This is an optimization exercise on Yosys and OpenROAD, whose aim is small area and few clock cycles, not a production implementation. The RTL was checked by simulation tests, not by an equivalence proof against the original design.

== xenon ==
==> flow/design.v (excerpt) <==
module rgb_led_blink_breathe_driver
(
    input  logic       clk,
    input  logic       rst_n,
    input  logic       cmd_valid,
    output logic       cmd_ready,
    input  logic [1:0] cmd_func,
    input  logic [7:0] cmd_red,
    input  logic [7:0] cmd_green,
    input  logic [7:0] cmd_blue,
    input  logic        cfg_valid,
    output logic        cfg_ready,
    input  logic        cfg_addr,
    input  logic [15:0] cfg_data,
    output logic       led_valid,
    input  logic       led_ready,
    output logic [7:0] led_duty_red,
    output logic [7:0] led_duty_green,
    output logic [7:0] led_duty_blue
);
Settings: LEC_CHECK=0, CAP_MARGIN=20, CORE_MARGIN=2, CORE_UTILIZATION=40, SLEW_MARGIN=20; clock period 6.0 ns.
run.sh (not shown) runs the stock make flow with config.mk's settings and CLKGATE_MAP_FILE= SYNTH_SCRIPT=/design/flow/synth_recipe.tcl, a recipe that flattens the netlist after the stock synthesis.
xenon finished end to end and its layout was clean on timing, DRC and antenna.
Testbench counts of xenon, summed over its fixed seeds: cycles 20,208.
Relative to xenon, the following input files were edited for yarrow:
Settings: putting SYNTH_HIERARCHICAL at 1 where nothing was set.
yarrow: utilization of the core after routing 1.6 points below xenon
Layout overhead on the synthesized area (lower): yarrow
Re clock buffer count: yarrow is 1 up on xenon.
~same flip-flop and latch count in xenon and yarrow
When yarrow is set beside xenon, its total routed wire length on the met1 layer turns out to be about 6% larger.
Against xenon, yarrow comes in 8.1% higher on multi-input gate count.
> inputs changed (yarrow -> lagoon)
Settings: CORE_UTILIZATION: 40 -> 65; SYNTH_HIERARCHICAL: 1 -> unset.
Findings:
- Although it ran to completion, lagoon produced a layout that fails the final checks because of setup timing.
- lagoon vs yarrow: total negative slack for setup checks down in lagoon
- The share of the cycle needed by the critical path after routing in lagoon sits 3.9 points above the value recorded for yarrow.
- Taking lagoon over yarrow, the unique cell type count in the Yosys netlist ratio works out to 0.936.
- Mux share of post-synthesis cell area is lower on lagoon
- Diff yarrow -> lagoon | fill cell total of the finished layout | down by more than half
Setup changes, lagoon to delta
Settings: setting ABC_AREA to 1 for the first time; changing CORE_UTILIZATION from 65 to 40.
==> flow/flow/run.sh (new file) <==
#!/bin/bash
set -euo pipefail
WORK=$(pwd)
bash "$WORK/standard.sh" "BUFFER_PORTS_ARGS=-buffer_cell sky130_fd_sc_hd__buf_1" finish > "$WORK/orfs_make.log" 2>&1
test -s "$WORK/out/final.def"
==> flow/standard.sh (new file) <==
#!/bin/bash
# synth_recipe.tcl (not shown) runs the flow's synth.tcl, then flattens the netlist and writes it again
# the make line also repeats each setting of config.mk as NAME=value (left out here)
make -C /OpenROAD-flow-scripts/flow DESIGN_CONFIG=/design/flow/config.mk WORK_HOME=/design/flow/orfs CLKGATE_MAP_FILE= SYNTH_SCRIPT=/design/flow/synth_recipe.tcl "${@:-finish}"
removed: flow/run.sh
Results
delta reached the end of the flow, and the finished layout is clean on the timing, design-rule and antenna checks. Taking lagoon over delta, the wire length of the first global-routing pass ratio works out to 0.922. The sequential cell area on lagoon is in line with that on delta. lagoon vs delta, most common cell after layout, fill and taps aside: sky130_fd_sc_hd__inv_1 vs sky130_fd_sc_hd__nand2_1. Summary of delta over lagoon: placed standard-cell area now sits lower.


== run A ==
rgb_led_blink_breathe_driver, a different RTL version from the one above (not shown whole).
For scale: roughly 1400 cells after synthesis, roughly 110 flip-flops, about 0.013 mm^2 of cells after synthesis.
==> flow/config.mk <==
export PLATFORM = sky130hd
export DESIGN_NAME = rgb_led_blink_breathe_driver
export DESIGN_NICKNAME = rgb_led_blink_breathe_driver
export VERILOG_FILES = /design/flow/design.v
export SDC_FILE = /design/flow/constraint.sdc
export NUM_CORES = 4
export LEC_CHECK = 0
export ABC_AREA = 1
export CAP_MARGIN = 20
export CORE_MARGIN = 2
export CORE_UTILIZATION = 40
export SLEW_MARGIN = 20
==> flow/constraint.sdc <==
create_clock -name core_clock -period 6.0 [get_ports {clk}]
set_input_delay 1.2000 -clock core_clock [delete_from_list [all_inputs] [get_ports {clk}]]
set_output_delay 1.2000 -clock core_clock [all_outputs]
set_load 0.01 [all_outputs]
standard.sh (not shown) runs the stock make flow with config.mk's settings and CLKGATE_MAP_FILE= SYNTH_SCRIPT=/design/flow/synth_recipe.tcl, a recipe that flattens the netlist after the stock synthesis.
==> flow/flow/run.sh <==
#!/bin/bash
set -euo pipefail
WORK=$(pwd)

# Synthesis script: synth_recipe.tcl with Yosys's abc command wrapped so that
# its -script argument names flow/area.abc.
{
  cat <<'TCL'
proc abc {args} {
  set i [lsearch -exact $args -script]
  if { $i >= 0 } {
    set args [lreplace $args [expr {$i + 1}] [expr {$i + 1}] $::env(OWN_ABC_SCRIPT)]
  }
  yosys abc {*}$args
}
TCL
  cat "$WORK/synth_recipe.tcl"
} > "$WORK/own_synth.tcl"
export OWN_ABC_SCRIPT="$WORK/flow/area.abc"

sed "s|SYNTH_SCRIPT=[^ ]*|SYNTH_SCRIPT=$WORK/own_synth.tcl|" "$WORK/standard.sh" > "$WORK/own_standard.sh"
grep -q "SYNTH_SCRIPT=$WORK/own_synth.tcl" "$WORK/own_standard.sh"

bash "$WORK/own_standard.sh" "BUFFER_PORTS_ARGS=-buffer_cell sky130_fd_sc_hd__buf_1" finish \
  > "$WORK/orfs_make.log" 2>&1
test -s "$WORK/out/final.def"
==> flow/flow/area.abc <==
strash
&get -n
&st
&dch -f
&nf -R 10
&put
topo
stime -c
buffer -c
upsize -c
dnsize -c
Testbench counts of run A, summed over its fixed seeds: cycles 20,208.
Modified inputs, run B compared to run A
==> flow/flow/run.sh <==
#!/bin/bash
set -euo pipefail
WORK=$(pwd)
bash "$WORK/standard.sh" "BUFFER_PORTS_ARGS=-buffer_cell sky130_fd_sc_hd__buf_1" finish > "$WORK/orfs_make.log" 2>&1
test -s "$WORK/out/final.def"
removed: flow/flow/area.abc
### Flow results
When run B is set beside run A, its area growth from synthesis to layout turns out to be 2.8 points larger.
after synthesis and placement, the instance count of run B is above that of run A.
Run B against run A; maximum clock frequency is up slightly.


v16:
rgb_led_blink_breathe_driver, a different RTL version from the one above (not shown whole).
Size in the first run: about 1,400 cells after synthesis, about 110 flip-flops, ~75 I/O pins.
==> flow/config.mk <==
export PLATFORM = sky130hd
export DESIGN_NAME = rgb_led_blink_breathe_driver
export DESIGN_NICKNAME = rgb_led_blink_breathe_driver
export VERILOG_FILES = /design/flow/design.v
export SDC_FILE = /design/flow/constraint.sdc
export NUM_CORES = 4
export LEC_CHECK = 0
export ABC_AREA = 1
export CAP_MARGIN = 20
export CORE_MARGIN = 2
export CORE_UTILIZATION = 40
export SLEW_MARGIN = 20
==> flow/constraint.sdc <==
create_clock -name core_clock -period 6.0 [get_ports {clk}]
set_input_delay 1.2000 -clock core_clock [delete_from_list [all_inputs] [get_ports {clk}]]
set_output_delay 1.2000 -clock core_clock [all_outputs]
set_load 0.01 [all_outputs]
==> flow/flow/run.sh <==
#!/bin/bash
set -euo pipefail
WORK=$(pwd)

# Synthesis script: synth_recipe.tcl with Yosys's abc command wrapped so that
# its -script argument names flow/area.abc.
{
  cat <<'TCL'
proc abc {args} {
  set i [lsearch -exact $args -script]
  if { $i >= 0 } {
    set args [lreplace $args [expr {$i + 1}] [expr {$i + 1}] $::env(OWN_ABC_SCRIPT)]
  }
  yosys abc {*}$args
}
TCL
  cat "$WORK/synth_recipe.tcl"
} > "$WORK/own_synth.tcl"
export OWN_ABC_SCRIPT="$WORK/flow/area.abc"

sed "s|SYNTH_SCRIPT=[^ ]*|SYNTH_SCRIPT=$WORK/own_synth.tcl|" "$WORK/standard.sh" > "$WORK/own_standard.sh"
grep -q "SYNTH_SCRIPT=$WORK/own_synth.tcl" "$WORK/own_standard.sh"

bash "$WORK/own_standard.sh" "BUFFER_PORTS_ARGS=-buffer_cell sky130_fd_sc_hd__buf_1" finish \
  > "$WORK/orfs_make.log" 2>&1
test -s "$WORK/out/final.def"
==> flow/flow/area.abc <==
strash
&get -n
&st
&dch -f
&nf -R 10
&put
topo
stime -c
buffer -c
upsize -c
dnsize -c
v16 finished all stages; the layout is clean.
Testbench counts of v16, summed over its fixed seeds: cycles 20,208.
Here is what was changed in the inputs of v10 compared with v16.
==> flow/flow/run.sh <==
#!/bin/bash
set -euo pipefail
WORK=$(pwd)
bash "$WORK/standard.sh" "BUFFER_PORTS_ARGS=-buffer_cell sky130_fd_sc_hd__buf_1" finish > "$WORK/orfs_make.log" 2>&1
test -s "$WORK/out/final.def"
removed: flow/flow/area.abc
### Flow results
- v10 finished end to end and its layout was clean on timing, DRC and antenna.
- Of v16 and v10, the run reporting the lower total length of routed met3 wires was v16.
- Critical path depth (v10 over v16): decrease, 4
- Status: total of fill cells in the finished design parity (v16, v10)
- v10 ends up with a non-clock buffer count that is 31 lower than in v16.
- Changes observed in v10 relative to v16: pin count of the biggest net entering global routing now smaller, synthesized area held, hold slack down 0.027 ns, via count increased by about 6% relative to the old numbers.


## before
rgb_led_blink_breathe_driver, a different RTL version from the one above (not shown whole).
For scale: about 1600 cells after synthesis, roughly 110 flip-flops, about 75 I/O pins, about 13000 um2 of cells after synthesis.
export LEC_CHECK = 0
export ABC_AREA = 1
export CAP_MARGIN = 20
export CORE_MARGIN = 2
export CORE_UTILIZATION = 50
export SLEW_MARGIN = 20
create_clock -name core_clock -period 6.0 [get_ports {clk}]
==> flow/flow/run.sh <==
#!/bin/bash
set -euo pipefail
WORK=$(pwd)
bash "$WORK/standard.sh" "BUFFER_PORTS_ARGS=-buffer_cell sky130_fd_sc_hd__buf_1" finish > "$WORK/orfs_make.log" 2>&1
test -s "$WORK/out/final.def"
Testbench counts of before, summed over its fixed seeds: cycles 20,208.
For after, these inputs were changed with respect to before:
- changing CORE_UTILIZATION from 50 to 40
--- outcome ---
- Reported for before and after, post-CTS setup buffer count turned out identical to the last digit.
- Going from before to after, effective utilization at floorplan shrinks by 10 points.
- Taking before as the reference, in after data arrival time of the critical path went down 0.05 ns, compound-cell area share of the yosys netlist held, average vias per placed instance went down 3.4%, global-route wire length before repair went down about 0.8%.
- Number of sequential cells essentially unchanged between after and before.

## separate check: timing with driven ports
In the flow no input, the clock included, has a driving cell. The finished layouts below were timed again as built, in two steps.
Step 1: set_driving_cell puts a clkbuf_16 on clk and a buf_2 on each other input, an assumption about the parent block.
Step 2 also shifts input and output timing later by t, the mid clock arrival at the registers, as if the neighbouring blocks saw the same clock.
a / b / c = ideal / step 1 / step 2; a / b = the first two.
run	shift t [ns]	setup slack, ns	clock arrival spread, ns	worst slew at a driven data input, ns
xenon	0.432	0.106 / 0.106 / 0.106	0.021 / 0.021	0.08
yarrow	0.424	0.225 / 0.225 / 0.225	0.012 / 0.012	0.06
lagoon	0.429	-0.010 / -0.010 / -0.010	0.033 / 0.034	0.04
delta	0.423	0.420 / 0.420 / 0.420	0.016 / 0.016	0.05
run A	0.477	0.301 / 0.301 / 0.301	0.012 / 0.013	0.04
run B	0.473	0.329 / 0.329 / 0.329	0.009 / 0.009	0.04
v16	0.474	0.288 / 0.288 / 0.288	0.017 / 0.017	0.05
v10	0.466	0.370 / 0.370 / 0.370	0.012 / 0.012	0.06
before	0.470	0.260 / 0.260 / 0.260	0.020 / 0.020	0.04
after	0.483	0.299 / 0.299 / 0.299	0.019 / 0.019	0.04
